This is an optimization exercise on Yosys and OpenROAD, whose aim is small area, not a production implementation.
Function was checked by simulation only, so behaviour that the tests miss may differ from the original.
Power figures rest on the tool's default switching activity, not on a simulated workload.

==> inputs of build 6 <==
==> flow/design.v <==
package utils_pkg;
    typedef enum logic [2:0] {
        ST_IDLE = 3'd0,
        ST_HDR  = 3'd1,
        ST_DATA = 3'd2,
        ST_ERR  = 3'd3,
        ST_DONE = 3'd4
    } state_t;
    typedef struct packed {
        logic [7:0]  header;
        logic [3:0]  opcode;
        logic [63:0] data;
        logic [3:0]  error;
        state_t      m_state;
    } packet_t;
endpackage
module fifo_ptr #(
    parameter int DEPTH      = 16,
    parameter int COUNT_SIZE = (DEPTH <= 1) ? 1 : $clog2(DEPTH)
) (
    input  logic                  aclk,
    input  logic                  resetn,
    input  logic                  adv,
    output logic [COUNT_SIZE-1:0] ptr
);
    always_ff @(posedge aclk or negedge resetn) begin
        if (!resetn)
            ptr <= '0;
        else if (adv)
            ptr <= (ptr == COUNT_SIZE'(DEPTH - 1)) ? '0 : ptr + 1'b1;
    end
endmodule
module generic_fifo #(
    parameter int DEPTH      = 16,
    parameter int COUNT_SIZE = (DEPTH <= 1) ? 1 : $clog2(DEPTH)
) (
    input  logic                  aclk,
    input  logic                  resetn,
    input  logic                  push,
    input  logic                  pop,
    output logic [COUNT_SIZE-1:0] wr_ptr,
    output logic [COUNT_SIZE-1:0] rd_ptr,
    output logic                  full,
    output logic                  empty,
    input  utils_pkg::packet_t    data_in,
    output utils_pkg::packet_t    data_out
);
    logic [$bits(data_in)-1:0] mem [DEPTH];
    logic [COUNT_SIZE:0]   count;
    logic                  do_push;
    logic                  do_pop;
    assign empty    = (count == '0);
    assign full     = (count == (COUNT_SIZE + 1)'(DEPTH));
    assign do_push  = push && (!full || pop);
    assign do_pop   = pop && !empty;
    assign data_out = mem[rd_ptr];
    fifo_ptr #(.DEPTH(DEPTH), .COUNT_SIZE(COUNT_SIZE)) u_wr_ptr (
        .aclk   (aclk),
        .resetn (resetn),
        .adv    (do_push),
        .ptr    (wr_ptr)
    );
    fifo_ptr #(.DEPTH(DEPTH), .COUNT_SIZE(COUNT_SIZE)) u_rd_ptr (
        .aclk   (aclk),
        .resetn (resetn),
        .adv    (do_pop),
        .ptr    (rd_ptr)
    );
    always_ff @(posedge aclk or negedge resetn) begin
        if (!resetn)
            count <= '0;
        else if (do_push != do_pop)
            count <= do_push ? count + 1'b1 : count - 1'b1;
    end
    always_ff @(posedge aclk or negedge resetn) begin
        if (!resetn) begin
            for (int i = 0; i < DEPTH; i++)
                mem[i] <= '0;
        end else if (do_push) begin
            mem[wr_ptr] <= data_in;
        end
    end
endmodule
==> flow/run.sh <==
#!/bin/bash
# synth_recipe.tcl (not shown) runs the flow's synth.tcl, then flattens the netlist and writes it again
# the make line also repeats each setting of config.mk as NAME=value (left out here)
make -C /OpenROAD-flow-scripts/flow DESIGN_CONFIG=/design/flow/config.mk WORK_HOME=/design/flow/orfs CLKGATE_MAP_FILE= SYNTH_SCRIPT=/design/flow/synth_recipe.tcl finish
==> flow/config.mk <==
export PLATFORM = sky130hd
export DESIGN_NAME = generic_fifo
export DESIGN_NICKNAME = generic_fifo
export VERILOG_FILES = /design/flow/design.v
export SDC_FILE = /design/flow/constraint.sdc
export NUM_CORES = 4
export LEC_CHECK = 0
export CAP_MARGIN = 20
export CORE_MARGIN = 2
export CORE_UTILIZATION = 40
export SLEW_MARGIN = 20
==> flow/constraint.sdc <==
create_clock -name core_clock -period 7.0 [get_ports {aclk}]
set_input_delay 1.4000 -clock core_clock [delete_from_list [all_inputs] [get_ports {aclk}]]
set_output_delay 1.4000 -clock core_clock [all_outputs]
set_load 0.01 [all_outputs]
==> inputs of trial 45, as changes to build 6 <==
==> flow/design.v, changed modules only <==
module fifo_row #(
    parameter int W    = 83,
    parameter bit LAST = 1'b0
) (
    input  logic         aclk,
    input  logic         hold,
    input  logic         shift,
    input  logic         load,
    input  logic [W-1:0] d,
    input  logic [W:0]   nxt,
    output logic [W:0]   q
);
    if (LAST) begin : g_last
        always_ff @(posedge aclk)
            q <= ~((q | {(W+1){load}}) & ({1'b0, d} | {(W+1){hold}}));
    end else begin : g_mid
        always_ff @(posedge aclk)
            q <= ~((q & {(W+1){hold}}) | (nxt & {(W+1){shift}}) | ({1'b0, d} & {(W+1){load}}));
    end
endmodule
module generic_fifo #(
    parameter int DEPTH      = 16,
    parameter int COUNT_SIZE = (DEPTH <= 1) ? 1 : $clog2(DEPTH)
) (
    input  logic                  aclk,
    input  logic                  resetn,
    input  logic                  push,
    input  logic                  pop,
    output logic [COUNT_SIZE-1:0] wr_ptr,
    output logic [COUNT_SIZE-1:0] rd_ptr,
    output logic                  full,
    output logic                  empty,
    input  utils_pkg::packet_t    data_in,
    output utils_pkg::packet_t    data_out
);
    localparam int W = $bits(data_in);
    logic [W:0]            rows [DEPTH+1];
    logic [COUNT_SIZE:0]   count;
    logic [DEPTH:0]        at;           
    logic [DEPTH-1:0]      hold;
    logic [DEPTH-1:0]      shift;
    logic [DEPTH-1:0]      load;
    logic                  do_push;
    logic                  do_pop;
    assign empty    = (count == '0);
    assign full     = (count == (COUNT_SIZE + 1)'(DEPTH));
    assign do_push  = push && (!full || pop);
    assign do_pop   = pop && !empty;
    fifo_ptr #(.DEPTH(DEPTH), .COUNT_SIZE(COUNT_SIZE)) u_wr_ptr (
        .aclk   (aclk),
        .resetn (resetn),
        .adv    (do_push),
        .ptr    (wr_ptr)
    );
    fifo_ptr #(.DEPTH(DEPTH), .COUNT_SIZE(COUNT_SIZE)) u_rd_ptr (
        .aclk   (aclk),
        .resetn (resetn),
        .adv    (do_pop),
        .ptr    (rd_ptr)
    );
    logic last_push;    
    always_ff @(posedge aclk or negedge resetn) begin
        if (!resetn)
            last_push <= 1'b0;
        else if (do_push != do_pop)
            last_push <= do_push;
    end
    logic [COUNT_SIZE-1:0] diff;
    assign diff  = wr_ptr - rd_ptr;
    assign count = {last_push && (diff == '0), diff};
    assign rows[DEPTH] = '0;
    for (genvar i = 0; i < DEPTH; i++) begin : g_slot
        assign at[i]    = (count == (COUNT_SIZE + 1)'(i));
        assign load[i]  = do_push && (do_pop ? at[i+1] : at[i]);
        assign shift[i] = do_pop && !load[i];
        assign hold[i]  = (i == DEPTH - 1) ? !load[i] : !do_pop && !load[i];
        fifo_row #(.W(W), .LAST(i == DEPTH - 1)) u_row (
            .aclk  (aclk),
            .hold  (hold[i]),
            .shift (shift[i]),
            .load  (load[i]),
            .d     (data_in),
            .nxt   (rows[i+1]),
            .q     (rows[i])
        );
    end
    assign at[DEPTH] = full;
    assign data_out = rows[0][W-1:0] ^ {W{rows[0][W]}};
endmodule
==> flow/flow/run.sh (new file) <==
#!/bin/bash
# The standard layout (the standard.sh, unchanged synthesis) with two changes:
# - the input and output ports are buffered with buf_1 instead of the default cell;
# - clock tree synthesis clusters 16 flip-flops per clkbuf_8 and adds no dummy loads.
set -euo pipefail
export BUFFER_PORTS_ARGS="-buffer_cell sky130_fd_sc_hd__buf_1"
export CTS_ARGS="-sink_clustering_enable -repair_clock_nets -dont_use_dummy_load -buf_list sky130_fd_sc_hd__clkbuf_8 -sink_clustering_size 16 -sink_clustering_max_diameter 100"
bash standard.sh > standard_flow.log 2>&1
==> flow/standard.sh (new file) <==
#!/bin/bash
# synth_recipe.tcl (not shown) runs the flow's synth.tcl, then flattens the netlist and writes it again
# the make line also repeats each setting of config.mk as NAME=value (left out here)
make -C /OpenROAD-flow-scripts/flow DESIGN_CONFIG=/design/flow/config.mk WORK_HOME=/design/flow/orfs CLKGATE_MAP_FILE= SYNTH_SCRIPT=/design/flow/synth_recipe.tcl "${@:-finish}"
--- a/flow/config.mk
+++ b/flow/config.mk
@@ -6,6 +6,8 @@
 export NUM_CORES = 4
 export LEC_CHECK = 0
-export CAP_MARGIN = 20
+export CAP_MARGIN = 0
 export CORE_MARGIN = 2
-export CORE_UTILIZATION = 40
-export SLEW_MARGIN = 20
+export CORE_UTILIZATION = 60
+export SLEW_MARGIN = 0
+export SYNTH_HIERARCHICAL = 1
+export SYNTH_MINIMUM_KEEP_SIZE = 0
removed: flow/run.sh
==> run summary <==
Seq pwr = 14600 uW
Non-Clock Buffer Area Fraction = 2.98%
Total power = 30000 uW
Wire per inst = 32.2 um
Crit path to = g_slot[2].u_row.q[58]
Most flop-heavy register = g_slot.u_row.q
Status = timing/DRC/antenna clean
Die H = 279 um
R2R cell count = 11
Global-route wire length before repair = 208000 um
Clk Latency, worst-skew pair = 0.75 ns
Core area = 0.0746 sq mm
the above is filed under trial 45

==> run summary <==
Die H = 393 um
Status = timing/DRC/antenna clean
Syn_nets = 4610
P_sw = 13300 uW
Clk Latency, worst-skew pair = 0.77 ns
Most flop-heavy register = mem
Global-route wire length before repair = 285000 um
Total power = 36200 uW
Core area = 0.150 sq mm
Seq pwr = 13500 uW
Clock buffers = 211
Wire per inst = 29.3 um
Non-Clock Buffer Area Fraction = 4.11%
the above is filed under build 6

-- afterwards: timing with drivers on the ports --
How much do the figures lean on ideal ports? The routed layouts below were timed once more, with nothing changed but the port constraints. Step 1: set_driving_cell puts a clkbuf_16 on aclk and a buf_2 on each other input, an assumption about the parent block. Step 2 moves the port delays by t, midway between the first and last clock arrival at a register: inputs arrive t later, outputs are due t later. That takes back most of the time a late clock gives input paths. Three values: no drivers, after step 1, after step 2; two values: the first two.
run	t, ns	slack for setup (ns)	clock arrival spread, ns	slew at the worst register clock pin (ns)
build 6	0.850	0.770 / 0.685 / 1.535	0.035 / 0.034	0.07 / 0.07
trial 45	0.786	1.796 / 1.796 / 1.754	0.059 / 0.058	0.11 / 0.11
After both steps every run listed still meets setup and hold. The setup slack of trial 45, which loses most, moves by 0.000 ns with the drivers and by -0.042 ns with both steps.
